This is an optimization exercise on Yosys and OpenROAD, whose aim is small area and few clock cycles per item, not a production implementation. Function was checked by simulation only, so behaviour that the tests miss may differ from the original. Power is estimated from default activity; no workload was simulated.

==> wip/garnet <==
==> flow/design.v (excerpt) <==
module core_top (
  input  wire logic                 clk_i,
  input  wire logic                 rst_i,
  input  wire core_pkg::xlen_t      boot_addr_i,
  input  wire logic                 fetch_enable_i,
  output logic                      instr_req_o,
  output core_pkg::xlen_t           instr_addr_o,
  input  wire logic                 instr_gnt_i,
  input  wire logic                 instr_rvalid_i,
  input  wire core_pkg::instr_t     instr_rdata_i,
  output logic                      rf_we_wb_o,
  output core_pkg::reg_addr_t       rf_waddr_wb_o,
  output core_pkg::xlen_t           rf_wdata_wb_o,
  output logic                      core_busy_o
);
export LEC_CHECK = 0
export CAP_MARGIN = 10
export CORE_MARGIN = 2
export CORE_UTILIZATION = 55
export SLEW_MARGIN = 10
export SYNTH_HIERARCHICAL = 1
export SYNTH_MINIMUM_KEEP_SIZE = 0
create_clock -name core_clock -period 4.5 [get_ports {clk_i}]
standard.sh (not shown) runs the stock make flow with config.mk's settings and CLKGATE_MAP_FILE= SYNTH_SCRIPT=/design/flow/synth_recipe.tcl, a recipe that flattens the netlist after the stock synthesis.
==> flow/flow/run.sh <==
#!/bin/bash
# The standard layout (standard.sh, with the standard synthesis), with two
# changes to how it is made:
#  - clock tree: clkbuf_8 buffers over clusters of at most 16 sinks, and no
#    dummy loads;
#  - ports buffered with buf_2 cells.
# make's full output goes to make.log here; each ORFS step also keeps its
# own log under orfs/logs/.
set -euo pipefail
bash standard.sh \
  "CTS_ARGS=-sink_clustering_enable -repair_clock_nets -dont_use_dummy_load -buf_list sky130_fd_sc_hd__clkbuf_8 -sink_clustering_size 16 -sink_clustering_max_diameter 50" \
  "BUFFER_PORTS_ARGS=-buffer_cell sky130_fd_sc_hd__buf_2" \
  finish > make.log 2>&1
==> wip/raven: changes against wip/garnet <==
==> flow/flow/run.sh (replaced) <==
#!/bin/bash
# The standard layout (standard.sh, with the standard synthesis), with two
# changes to how it is made:
#  - clock tree: clkbuf_16 buffers over clusters of at most 26 sinks, and no
#    dummy loads;
#  - ports buffered with buf_2 cells.
# make's full output goes to make.log here; each ORFS step also keeps its
# own log under orfs/logs/.
set -euo pipefail
bash standard.sh \
  "CTS_ARGS=-sink_clustering_enable -repair_clock_nets -dont_use_dummy_load -buf_list sky130_fd_sc_hd__clkbuf_16 -sink_clustering_size 26 -sink_clustering_max_diameter 110" \
  "BUFFER_PORTS_ARGS=-buffer_cell sky130_fd_sc_hd__buf_2" \
  finish > make.log 2>&1
==> run notes <==
Outcome -> finished clean
Non-clock buffering overhead in the final layout -> 5.723%
Clock latency (worst-skew pair) -> 0.86 ns
Most common cell on crit path -> buf_4
Vias in the first global route -> 44.69k
CP Data Required Time -> 5.26 ns
Seq area share -> 40.58%
Seq pwr share -> 56.5%
Worst reg2reg path depth -> 14
Worst-path cell chain -> buf_4 > mux2_2 > ha_1 > o211ai_2 > a21oi_2 > o2111ai_2 > o22ai_2 > a21o_4 > a221oi_2 > fa_1 > inv_1 > o211ai_1 > o32ai_1 > buf_4
the above is filed under wip/garnet

==> run notes <==
Comb pwr share -> 17.6%
Cells on Worst Hold Path -> 1
Outcome -> finished clean
Worst-path cell chain -> buf_12 > mux2_2 > xor2_1 > ha_1 > a21oi_1 > nand2_1 > o2111ai_2 > o22ai_2 > a21o_4 > a221oi_2 > fa_1 > inv_1 > o211ai_1 > o32ai_1 > buf_4
Total congestion overflow -> 0
Seq area share -> 40.80%
Seq pwr share -> 57.5%
Worst reg2reg path depth -> 15
Total wire length -> 223700 um
Clock latency (worst-skew pair) -> 0.72 ns
Max IR drop VDD -> 0.2739 mV
Non-clock buffering overhead in the final layout -> 5.754%
the above is filed under wip/raven

Testbench counts of wip/garnet, summed over its fixed seeds: cycles 2,080, items 2,048.
Testbench counts of wip/raven, summed over its fixed seeds: cycles 2,080, items 2,048.


==> umber <==
==> flow/design.v <==
`default_nettype none
package core_pkg;
  typedef logic [31:0] xlen_t;       
  typedef logic [31:0] instr_t;      
  typedef logic [4:0]  reg_addr_t;   
  typedef struct packed {
    logic       we;        
    reg_addr_t  rd;
    logic [2:0] f3;        
    logic       sub;       
    logic       arith;     
    logic       fwd_a;     
    logic       fwd_b;     
    xlen_t      op_a;
    xlen_t      op_b;
  } ex_t;
endpackage
`default_nettype wire
`default_nettype none
module fetch_stage (
  input  wire logic            clk_i,
  input  wire logic            rst_i,
  input  wire core_pkg::xlen_t boot_addr_i,
  input  wire logic            fetch_enable_i,
  output logic                 instr_req_o,
  output core_pkg::xlen_t      instr_addr_o,
  input  wire logic            instr_gnt_i,
  input  wire logic            instr_rvalid_i,
  output logic                 if_busy_o
);
  logic        wait_q;    
  logic        hold_q;    
  logic [29:0] pc_q;      
  logic        acc;
  assign instr_req_o  = (!wait_q || instr_rvalid_i) && (fetch_enable_i || hold_q);
  assign instr_addr_o = {pc_q, 2'b00};
  assign acc          = instr_req_o && instr_gnt_i;
  assign if_busy_o    = instr_req_o || wait_q;
  always_ff @(posedge clk_i) begin
    if (rst_i) begin
      wait_q <= 1'b0;
      hold_q <= 1'b0;
      pc_q   <= boot_addr_i[31:2];
    end else begin
      wait_q <= acc || (wait_q && !instr_rvalid_i);
      hold_q <= instr_req_o && !instr_gnt_i;
      pc_q   <= pc_q + {29'd0, acc};
    end
  end
endmodule
`default_nettype wire
`default_nettype none
module decode_stage (
  input  wire logic                clk_i,
  input  wire logic                rst_i,
  input  wire logic                rvalid_i,
  input  wire core_pkg::instr_t    instr_i,
  output core_pkg::reg_addr_t      raddr_a_o,
  output logic                     ren_a_o,
  output core_pkg::reg_addr_t      raddr_b_o,
  output logic                     ren_b_o,
  input  wire core_pkg::xlen_t     rdata_a_i,
  input  wire core_pkg::xlen_t     rdata_b_i,
  input  wire logic                ex_we_i,
  input  wire core_pkg::reg_addr_t ex_rd_i,
  output core_pkg::ex_t            ex_o
);
  logic [6:0]          opc;
  logic [2:0]          f3;
  logic [6:0]          f7;
  core_pkg::reg_addr_t rd;
  core_pkg::reg_addr_t rs1;
  core_pkg::reg_addr_t rs2;
  logic                is_op;
  logic                is_imm;
  logic                is_lui;
  logic                legal;
  logic                f7_zero;
  logic                f7_alt;
  core_pkg::xlen_t     imm;
  core_pkg::ex_t       ex_q;
  assign opc     = instr_i[6:0];
  assign rd      = instr_i[11:7];
  assign f3      = instr_i[14:12];
  assign rs1     = instr_i[19:15];
  assign rs2     = instr_i[24:20];
  assign f7      = instr_i[31:25];
  assign is_op   = opc == 7'h33;
  assign is_imm  = opc == 7'h13;
  assign is_lui  = opc == 7'h37;
  assign f7_zero = f7 == 7'b0000000;
  assign f7_alt  = f7 == 7'b0100000;
  always_comb begin
    legal = is_lui;
    if (is_op)
      legal = f7_zero || (f7_alt && (f3 == 3'b000 || f3 == 3'b101));
    if (is_imm)
      legal = (f3 == 3'b001) ? f7_zero :
              (f3 == 3'b101) ? (f7_zero || f7_alt) : 1'b1;
  end
  always_comb begin
    if (is_lui)     imm = {instr_i[31:12], 12'd0};
    else if (is_op) imm = '0;
    else            imm = {{20{instr_i[31]}}, instr_i[31:20]};
  end
  assign raddr_a_o = rs1;
  assign ren_a_o   = !is_lui;
  assign raddr_b_o = rs2;
  assign ren_b_o   = is_op;
  always_ff @(posedge clk_i) begin
    if (rst_i) begin
      ex_q.we <= 1'b0;
    end else begin
      ex_q.we <= rvalid_i && legal && (rd != 5'd0);
    end
    ex_q.rd    <= rd;
    ex_q.f3    <= is_lui ? 3'b000 : f3;
    ex_q.sub   <= (is_op && f3 == 3'b000 && instr_i[30]) || (!is_lui && (f3 == 3'b010 || f3 == 3'b011));
    ex_q.arith <= instr_i[30];
    ex_q.fwd_a <= !is_lui && ex_we_i && ex_rd_i == rs1;
    ex_q.fwd_b <= is_op && ex_we_i && ex_rd_i == rs2;
    ex_q.op_a  <= rdata_a_i;
    ex_q.op_b  <= rdata_b_i | imm;
  end
  assign ex_o = ex_q;
endmodule
`default_nettype wire
`default_nettype none
module rf_bit (
  input  wire logic clk_i,
  input  wire logic we_i,
  input  wire logic keep_i,
  input  wire logic d_i,
  output logic      q_o
);
  always_ff @(posedge clk_i) begin
    q_o <= (we_i & d_i) | (keep_i & q_o);
  end
endmodule
module rf_ao3 (
  input  wire logic [2:0] s_i,
  input  wire logic [2:0] d_i,
  output logic            y_no
);
  assign y_no = !(|(s_i & d_i));
endmodule
module rf_ao2 (
  input  wire logic [1:0] s_i,
  input  wire logic [1:0] d_i,
  output logic            y_no
);
  assign y_no = !(|(s_i & d_i));
endmodule
module rf_or11 (
  input  wire logic [10:0] n_i,
  output logic             y_o
);
  assign y_o = !(&n_i);
endmodule
module rf_rd_bit (
  input  wire logic [31:0] sel_i,    
  input  wire logic [31:0] d_i,
  output logic             y_o
);
  logic [10:0] n;
  for (genvar g = 0; g < 10; g++) begin : g_ao
    rf_ao3 i_ao3 (
      .s_i  (sel_i[3*g+2:3*g]),
      .d_i  (d_i[3*g+2:3*g]),
      .y_no (n[g])
    );
  end
  rf_ao2 i_ao2 (
    .s_i  (sel_i[31:30]),
    .d_i  (d_i[31:30]),
    .y_no (n[10])
  );
  rf_or11 i_or (
    .n_i (n),
    .y_o (y_o)
  );
endmodule
module register_file (
  input  wire logic                clk_i,
  input  wire logic                rst_i,
  input  wire core_pkg::reg_addr_t raddr_a_i,
  input  wire logic                ren_a_i,
  input  wire core_pkg::reg_addr_t raddr_b_i,
  input  wire logic                ren_b_i,
  output core_pkg::xlen_t          rdata_a_o,
  output core_pkg::xlen_t          rdata_b_o,
  input  wire logic                we_i,
  input  wire core_pkg::reg_addr_t waddr_i,
  input  wire core_pkg::xlen_t     wdata_i
);
  logic [31:0]     q     [32];    
  logic [31:0]     col   [32];    
  core_pkg::xlen_t wd;
  logic [31:1]     row_we;
  logic [31:1]     row_keep;
  logic [31:0]     sel_a;
  logic [31:0]     sel_b;
  logic            byp_a;
  logic            byp_b;
  assign wd    = wdata_i & {32{!rst_i}};
  assign byp_a = we_i && waddr_i == raddr_a_i;    
  assign byp_b = we_i && waddr_i == raddr_b_i;
  always_comb begin
    sel_a[0] = ren_a_i && byp_a;
    sel_b[0] = ren_b_i && byp_b;
    for (int r = 1; r < 32; r++) begin
      row_we[r]   = rst_i || (we_i && waddr_i == 5'(r));
      row_keep[r] = !row_we[r];
      sel_a[r]    = ren_a_i && !byp_a && raddr_a_i == 5'(r);
      sel_b[r]    = ren_b_i && !byp_b && raddr_b_i == 5'(r);
    end
  end
  for (genvar r = 1; r < 32; r++) begin : g_row
    for (genvar b = 0; b < 32; b++) begin : g_bit
      rf_bit i_bit (
        .clk_i  (clk_i),
        .we_i   (row_we[r]),
        .keep_i (row_keep[r]),
        .d_i    (wd[b]),
        .q_o    (q[r][b])
      );
      assign col[b][r] = q[r][b];
    end
  end
  for (genvar b = 0; b < 32; b++) begin : g_rd
    assign col[b][0] = wdata_i[b];
    rf_rd_bit i_rd_a (
      .sel_i (sel_a),
      .d_i   (col[b]),
      .y_o   (rdata_a_o[b])
    );
    rf_rd_bit i_rd_b (
      .sel_i (sel_b),
      .d_i   (col[b]),
      .y_o   (rdata_b_o[b])
    );
  end
endmodule
`default_nettype wire
`default_nettype none
module execute_stage (
  input  wire logic            clk_i,
  input  wire logic            rst_i,
  input  wire core_pkg::ex_t   ex_i,
  output logic                 wb_we_o,
  output core_pkg::reg_addr_t  wb_rd_o,
  output core_pkg::xlen_t      wb_data_o
);
  logic [2:0]      f3;
  core_pkg::xlen_t a;
  core_pkg::xlen_t b;
  core_pkg::xlen_t bx;
  logic [33:0]     sum;
  logic            lt;
  logic            ltu;
  logic            left;
  logic [4:0]      shamt;
  core_pkg::xlen_t sh_in;
  core_pkg::xlen_t sh_out;
  logic            fill;
  core_pkg::xlen_t p;
  core_pkg::xlen_t g;
  logic            s_add;
  logic            s_sll;
  logic            s_sr;
  logic            s_p;
  logic            s_g;
  core_pkg::xlen_t result;
  assign f3 = ex_i.f3;
  assign a = ex_i.fwd_a ? wb_data_o : ex_i.op_a;
  assign b = ex_i.fwd_b ? wb_data_o : ex_i.op_b;
  assign bx  = b ^ {32{ex_i.sub}};
  assign sum = {1'b0, a, 1'b1} + {1'b0, bx, ex_i.sub};
  assign ltu = !sum[33];
  assign lt  = (a[31] ^ b[31]) ? a[31] : sum[32];
  assign p = a ^ bx;
  assign g = a & bx;
  assign left  = !f3[2];
  assign shamt = b[4:0];
  assign fill  = ex_i.arith && a[31] && f3[2];
  always_comb begin
    for (int i = 0; i < 32; i++) sh_in[i] = left ? a[31-i] : a[i];
  end
  assign sh_out = 32'($signed({fill, sh_in}) >>> shamt);
  assign s_add = f3 == 3'b000;
  assign s_sll = f3 == 3'b001;
  assign s_sr  = f3 == 3'b101;
  assign s_p   = f3 == 3'b100 || f3 == 3'b110;    
  assign s_g   = f3 == 3'b110 || f3 == 3'b111;    
  always_comb begin
    for (int i = 0; i < 32; i++) begin
      result[i] = (s_add && sum[i+1]) || (s_sll && sh_out[31-i]) || (s_sr && sh_out[i]) ||
                  (s_p && p[i]) || (s_g && g[i]);
    end
    result[0] = result[0] || (f3 == 3'b010 && lt) || (f3 == 3'b011 && ltu);
  end
  always_ff @(posedge clk_i) begin
    if (rst_i) begin
      wb_we_o <= 1'b0;
    end else begin
      wb_we_o <= ex_i.we;
    end
    wb_rd_o   <= ex_i.rd;
    wb_data_o <= result;
  end
endmodule
`default_nettype wire
`default_nettype none
module core_top (
  input  wire logic                 clk_i,
  input  wire logic                 rst_i,
  input  wire core_pkg::xlen_t      boot_addr_i,
  input  wire logic                 fetch_enable_i,
  output logic                      instr_req_o,
  output core_pkg::xlen_t           instr_addr_o,
  input  wire logic                 instr_gnt_i,
  input  wire logic                 instr_rvalid_i,
  input  wire core_pkg::instr_t     instr_rdata_i,
  output logic                      rf_we_wb_o,
  output core_pkg::reg_addr_t       rf_waddr_wb_o,
  output core_pkg::xlen_t           rf_wdata_wb_o,
  output logic                      core_busy_o
);
  core_pkg::reg_addr_t raddr_a;
  core_pkg::reg_addr_t raddr_b;
  logic                ren_a;
  logic                ren_b;
  core_pkg::xlen_t     rdata_a;
  core_pkg::xlen_t     rdata_b;
  core_pkg::ex_t       ex;
  logic                wb_we;
  core_pkg::reg_addr_t wb_rd;
  core_pkg::xlen_t     wb_data;
  logic                if_busy;
  fetch_stage i_fetch_stage (
    .clk_i          (clk_i),
    .rst_i          (rst_i),
    .boot_addr_i    (boot_addr_i),
    .fetch_enable_i (fetch_enable_i),
    .instr_req_o    (instr_req_o),
    .instr_addr_o   (instr_addr_o),
    .instr_gnt_i    (instr_gnt_i),
    .instr_rvalid_i (instr_rvalid_i),
    .if_busy_o      (if_busy)
  );
  decode_stage i_decode_stage (
    .clk_i     (clk_i),
    .rst_i     (rst_i),
    .rvalid_i  (instr_rvalid_i),
    .instr_i   (instr_rdata_i),
    .raddr_a_o (raddr_a),
    .ren_a_o   (ren_a),
    .raddr_b_o (raddr_b),
    .ren_b_o   (ren_b),
    .rdata_a_i (rdata_a),
    .rdata_b_i (rdata_b),
    .ex_we_i   (ex.we),
    .ex_rd_i   (ex.rd),
    .ex_o      (ex)
  );
  register_file i_register_file (
    .clk_i     (clk_i),
    .rst_i     (rst_i),
    .raddr_a_i (raddr_a),
    .ren_a_i   (ren_a),
    .raddr_b_i (raddr_b),
    .ren_b_i   (ren_b),
    .rdata_a_o (rdata_a),
    .rdata_b_o (rdata_b),
    .we_i      (wb_we),
    .waddr_i   (wb_rd),
    .wdata_i   (wb_data)
  );
  execute_stage i_execute_stage (
    .clk_i     (clk_i),
    .rst_i     (rst_i),
    .ex_i      (ex),
    .wb_we_o   (wb_we),
    .wb_rd_o   (wb_rd),
    .wb_data_o (wb_data)
  );
  assign rf_we_wb_o    = wb_we;
  assign rf_waddr_wb_o = wb_rd;
  assign rf_wdata_wb_o = wb_data;
  assign core_busy_o   = if_busy || ex.we || wb_we;
endmodule
`default_nettype wire
==> flow/run.sh <==
#!/bin/bash
# synth_recipe.tcl (not shown) runs the flow's synth.tcl, then flattens the netlist and writes it again
# the make line also repeats each setting of config.mk as NAME=value (left out here)
make -C /OpenROAD-flow-scripts/flow DESIGN_CONFIG=/design/flow/config.mk WORK_HOME=/design/flow/orfs CLKGATE_MAP_FILE= SYNTH_SCRIPT=/design/flow/synth_recipe.tcl finish
==> flow/config.mk <==
export PLATFORM = sky130hd
export DESIGN_NAME = core_top
export DESIGN_NICKNAME = core_top
export VERILOG_FILES = /design/flow/design.v
export SDC_FILE = /design/flow/constraint.sdc
export NUM_CORES = 4
export LEC_CHECK = 0
export CAP_MARGIN = 20
export CORE_MARGIN = 2
export CORE_UTILIZATION = 40
export SLEW_MARGIN = 20
export SYNTH_HIERARCHICAL = 1
export SYNTH_MINIMUM_KEEP_SIZE = 0
==> flow/constraint.sdc <==
create_clock -name core_clock -period 4.5 [get_ports {clk_i}]
set_input_delay 0.9000 -clock core_clock [delete_from_list [all_inputs] [get_ports {clk_i}]]
set_output_delay 0.9000 -clock core_clock [all_outputs]
set_load 0.01 [all_outputs]
==> nickel (differences from umber) <==
==> flow/design.v, changed modules only <==
module sh_mux2i (
  input  wire logic a0_i,
  input  wire logic a1_i,
  input  wire logic s_i,
  output logic      y_no
);
  assign y_no = !(s_i ? a1_i : a0_i);
endmodule
module shifter (
  input  wire core_pkg::xlen_t a_i,
  input  wire logic            left_i,
  input  wire logic [4:0]      shamt_i,
  input  wire logic            fill_i,
  output core_pkg::xlen_t      y_o
);
  logic [31:0] x [7];
  logic [5:1]  f;
  assign x[0] = a_i;
  for (genvar k = 1; k < 6; k++) begin : g_fill
    assign f[k] = (k % 2 == 0) ? fill_i : !fill_i;
  end
  for (genvar i = 0; i < 32; i++) begin : g_rev
    sh_mux2i i_mux (
      .a0_i (x[0][i]),
      .a1_i (x[0][31-i]),
      .s_i  (left_i),
      .y_no (x[1][i])
    );
  end
  for (genvar k = 0; k < 5; k++) begin : g_lvl
    for (genvar i = 0; i < 32; i++) begin : g_bit
      if (i + (1 << k) < 32) begin : g_in
        sh_mux2i i_mux (
          .a0_i (x[k+1][i]),
          .a1_i (x[k+1][i + (1 << k)]),
          .s_i  (shamt_i[k]),
          .y_no (x[k+2][i])
        );
      end else begin : g_fill
        sh_mux2i i_mux (
          .a0_i (x[k+1][i]),
          .a1_i (f[k+1]),
          .s_i  (shamt_i[k]),
          .y_no (x[k+2][i])
        );
      end
    end
  end
  assign y_o = x[6];
endmodule
module adder (
  input  wire core_pkg::xlen_t a_i,
  input  wire core_pkg::xlen_t b_i,
  input  wire logic            cin_i,
  output core_pkg::xlen_t      p_o,      
  output core_pkg::xlen_t      g_o,      
  output logic [33:0]          s_o
);
  logic [32:0] p;
  logic [32:0] g;
  logic [32:0] gg;
  logic [32:0] pp;
  always_comb begin
    p  = {a_i ^ b_i, 1'b0};
    g  = {a_i & b_i, cin_i};
    gg = g;
    pp = p;
    for (int l = 0; l < 6; l++) begin
      for (int i = 0; i < 33; i++) begin
        if ((i + 1) % (2 << l) == 0 && i >= (1 << l)) begin
          gg[i] = gg[i] | (pp[i] & gg[i - (1 << l)]);
          pp[i] = pp[i] & pp[i - (1 << l)];
        end
      end
    end
    for (int l = 4; l >= 0; l--) begin
      for (int i = 0; i < 33; i++) begin
        if ((i + 1) % (2 << l) == (1 << l) && i >= (2 << l)) begin
          gg[i] = gg[i] | (pp[i] & gg[i - (1 << l)]);
          pp[i] = pp[i] & pp[i - (1 << l)];
        end
      end
    end
    s_o[0] = 1'b1;
    for (int i = 1; i < 33; i++) s_o[i] = p[i] ^ gg[i-1];
    s_o[33] = gg[32];
  end
  assign p_o = p[32:1];
  assign g_o = g[32:1];
endmodule
module execute_stage (
  input  wire logic            clk_i,
  input  wire logic            rst_i,
  input  wire core_pkg::ex_t   ex_i,
  output logic                 wb_we_o,
  output core_pkg::reg_addr_t  wb_rd_o,
  output core_pkg::xlen_t      wb_data_o
);
  logic [2:0]      f3;
  core_pkg::xlen_t a;
  core_pkg::xlen_t b;
  core_pkg::xlen_t bx;
  logic [33:0]     sum;
  logic            lt;
  logic            ltu;
  logic            left;
  logic [4:0]      shamt;
  core_pkg::xlen_t sh_out;
  logic            fill;
  core_pkg::xlen_t p;
  core_pkg::xlen_t g;
  logic            s_add;
  logic            s_sll;
  logic            s_sr;
  logic            s_p;
  logic            s_g;
  core_pkg::xlen_t result;
  assign f3 = ex_i.f3;
  assign a = ex_i.fwd_a ? wb_data_o : ex_i.op_a;
  assign b = ex_i.fwd_b ? wb_data_o : ex_i.op_b;
  assign bx  = b ^ {32{ex_i.sub}};
  adder i_adder (
    .a_i   (a),
    .b_i   (bx),
    .cin_i (ex_i.sub),
    .p_o   (p),
    .g_o   (g),
    .s_o   (sum)
  );
  assign ltu = !sum[33];
  assign lt  = (a[31] ^ b[31]) ? a[31] : sum[32];
  assign left  = !f3[2];
  assign shamt = b[4:0];
  assign fill  = ex_i.arith && a[31] && f3[2];
  shifter i_shifter (
    .a_i     (a),
    .left_i  (left),
    .shamt_i (shamt),
    .fill_i  (fill),
    .y_o     (sh_out)
  );
  assign s_add = f3 == 3'b000;
  assign s_sll = f3 == 3'b001;
  assign s_sr  = f3 == 3'b101;
  assign s_p   = f3 == 3'b100 || f3 == 3'b110;    
  assign s_g   = f3 == 3'b110 || f3 == 3'b111;    
  always_comb begin
    for (int i = 0; i < 32; i++) begin
      result[i] = (s_add && sum[i+1]) || (s_sll && sh_out[31-i]) || (s_sr && sh_out[i]) ||
                  (s_p && p[i]) || (s_g && g[i]);
    end
    result[0] = result[0] || (f3 == 3'b010 && lt) || (f3 == 3'b011 && ltu);
  end
  always_ff @(posedge clk_i) begin
    if (rst_i) begin
      wb_we_o <= 1'b0;
    end else begin
      wb_we_o <= ex_i.we;
    end
    wb_rd_o   <= ex_i.rd;
    wb_data_o <= result;
  end
endmodule
==> flow/flow/run.sh (new file) <==
#!/bin/bash
# The standard layout (standard.sh, with the standard synthesis), with two
# changes to how it is made:
#  - clock tree: clkbuf_16 buffers over clusters of at most 28 sinks, and no
#    dummy loads;
#  - ports buffered with buf_2 cells.
# make's full output goes to make.log here; each ORFS step also keeps its
# own log under orfs/logs/.
set -euo pipefail
bash standard.sh \
  "CTS_ARGS=-sink_clustering_enable -repair_clock_nets -dont_use_dummy_load -buf_list sky130_fd_sc_hd__clkbuf_16 -sink_clustering_size 28 -sink_clustering_max_diameter 100" \
  "BUFFER_PORTS_ARGS=-buffer_cell sky130_fd_sc_hd__buf_2" \
  finish > make.log 2>&1
==> flow/standard.sh (new file) <==
#!/bin/bash
# synth_recipe.tcl (not shown) runs the flow's synth.tcl, then flattens the netlist and writes it again
# the make line also repeats each setting of config.mk as NAME=value (left out here)
make -C /OpenROAD-flow-scripts/flow DESIGN_CONFIG=/design/flow/config.mk WORK_HOME=/design/flow/orfs CLKGATE_MAP_FILE= SYNTH_SCRIPT=/design/flow/synth_recipe.tcl "${@:-finish}"
CAP_MARGIN = 5   (was 20)
CORE_UTILIZATION = 55   (was 40)
SLEW_MARGIN = 5   (was 20)
removed: flow/run.sh
==> results.yml <==
final_layout:
  multi_input_area_share_pct: 44.6
power_and_ir_drop:
  p_total_w: 0.0277
  seq_power_share_pct: 45.5
placed_design:
  hpwl_um: 162000
status:
  run_status: "no timing/DRC/antenna violations"
setup_path:
  path_cells: "buf_4, xnor2_1, ha_1, nand3_1, and4b_1, nor2_1, a221oi_2, buf_4, o21ai_1, a31o_2, nand3_1, a31oi_1, a221oi_1, or3_1"
  cp.arrival_ps: 4900
sta:
  period_minus_slack_ps: 4240
  setup_ws_ps: 262
yosys:
  seq_area_frac_synth_pct: 45.3
That was umber.
==> results.yml <==
clocking:
  clk_pin_slew_ps: 110
  holdBufCountCts: 0
setup_path:
  start_kind: "flip-flop"
  path_cells: "buf_12, mux2_2, xor2_1, ha_1, a21oi_1, nand2_1, o2111ai_2, o22ai_2, a21o_4, a221oi_2, fa_1, inv_1, o211ai_1, o32ai_1, buf_4"
detailed_routing:
  dr.pass1.iters: 14
  drt_wl_total_um: 224000
  drcViolationCount: 0
grt:
  grt_usage_pct: 45.9
sta:
  setup_ws_ps: 115
  period_minus_slack_ps: 4380
status:
  run_status: "no timing/DRC/antenna violations"
power_and_ir_drop:
  p_int_w: 0.0148
  seq_power_share_pct: 57.8
final_layout:
  multi_input_area_share_pct: 48.4
placed_design:
  hpwl_um: 145000
That was nickel.
Testbench counts of umber, summed over its fixed seeds: cycles 2,080, items 2,048.
Testbench counts of nickel, summed over its fixed seeds: cycles 2,080, items 2,048.

==> re-timing with driven ports <==
In the flow no input, the clock included, has a driving cell. The finished layouts below were timed again as built, in two steps.
Step 1 (the two cells are an assumption about what drives the block):
set clk [get_ports {clk_i}]
set_driving_cell -lib_cell sky130_fd_sc_hd__clkbuf_16 $clk
set_driving_cell -lib_cell sky130_fd_sc_hd__buf_2 [delete_from_list [all_inputs] $clk]
Step 2 moves the port delays by t, midway between the first and last clock arrival at a register: inputs arrive t later, outputs are due t later. That takes back most of the time a late clock gives input paths.
Three values: no drivers, after step 1, after step 2; two values: the first two.
run | t, ns | setup WS [ns] | clock arrival spread, ns | worst data-port slew with drivers (ns) | cell pins on the clock port's net
wip/garnet | 0.876 | 0.134 / 0.134 / -0.097 | 0.120 / 0.120 | 0.15 | 1
wip/raven | 0.732 | 0.122 / 0.122 / -0.130 | 0.118 / 0.119 | 0.15 | 1
umber | 0.851 | 0.262 / 0.262 / -0.224 | 0.041 / 0.041 | 0.10 | 1
nickel | 0.707 | 0.115 / 0.115 / -0.081 | 0.078 / 0.078 | 0.16 | 1
Met with ideal ports but missed after step 2: setup timing in every run listed. For umber, which loses most, drivers alone change the setup slack by 0.000 ns; drivers and shift together by -0.486 ns.
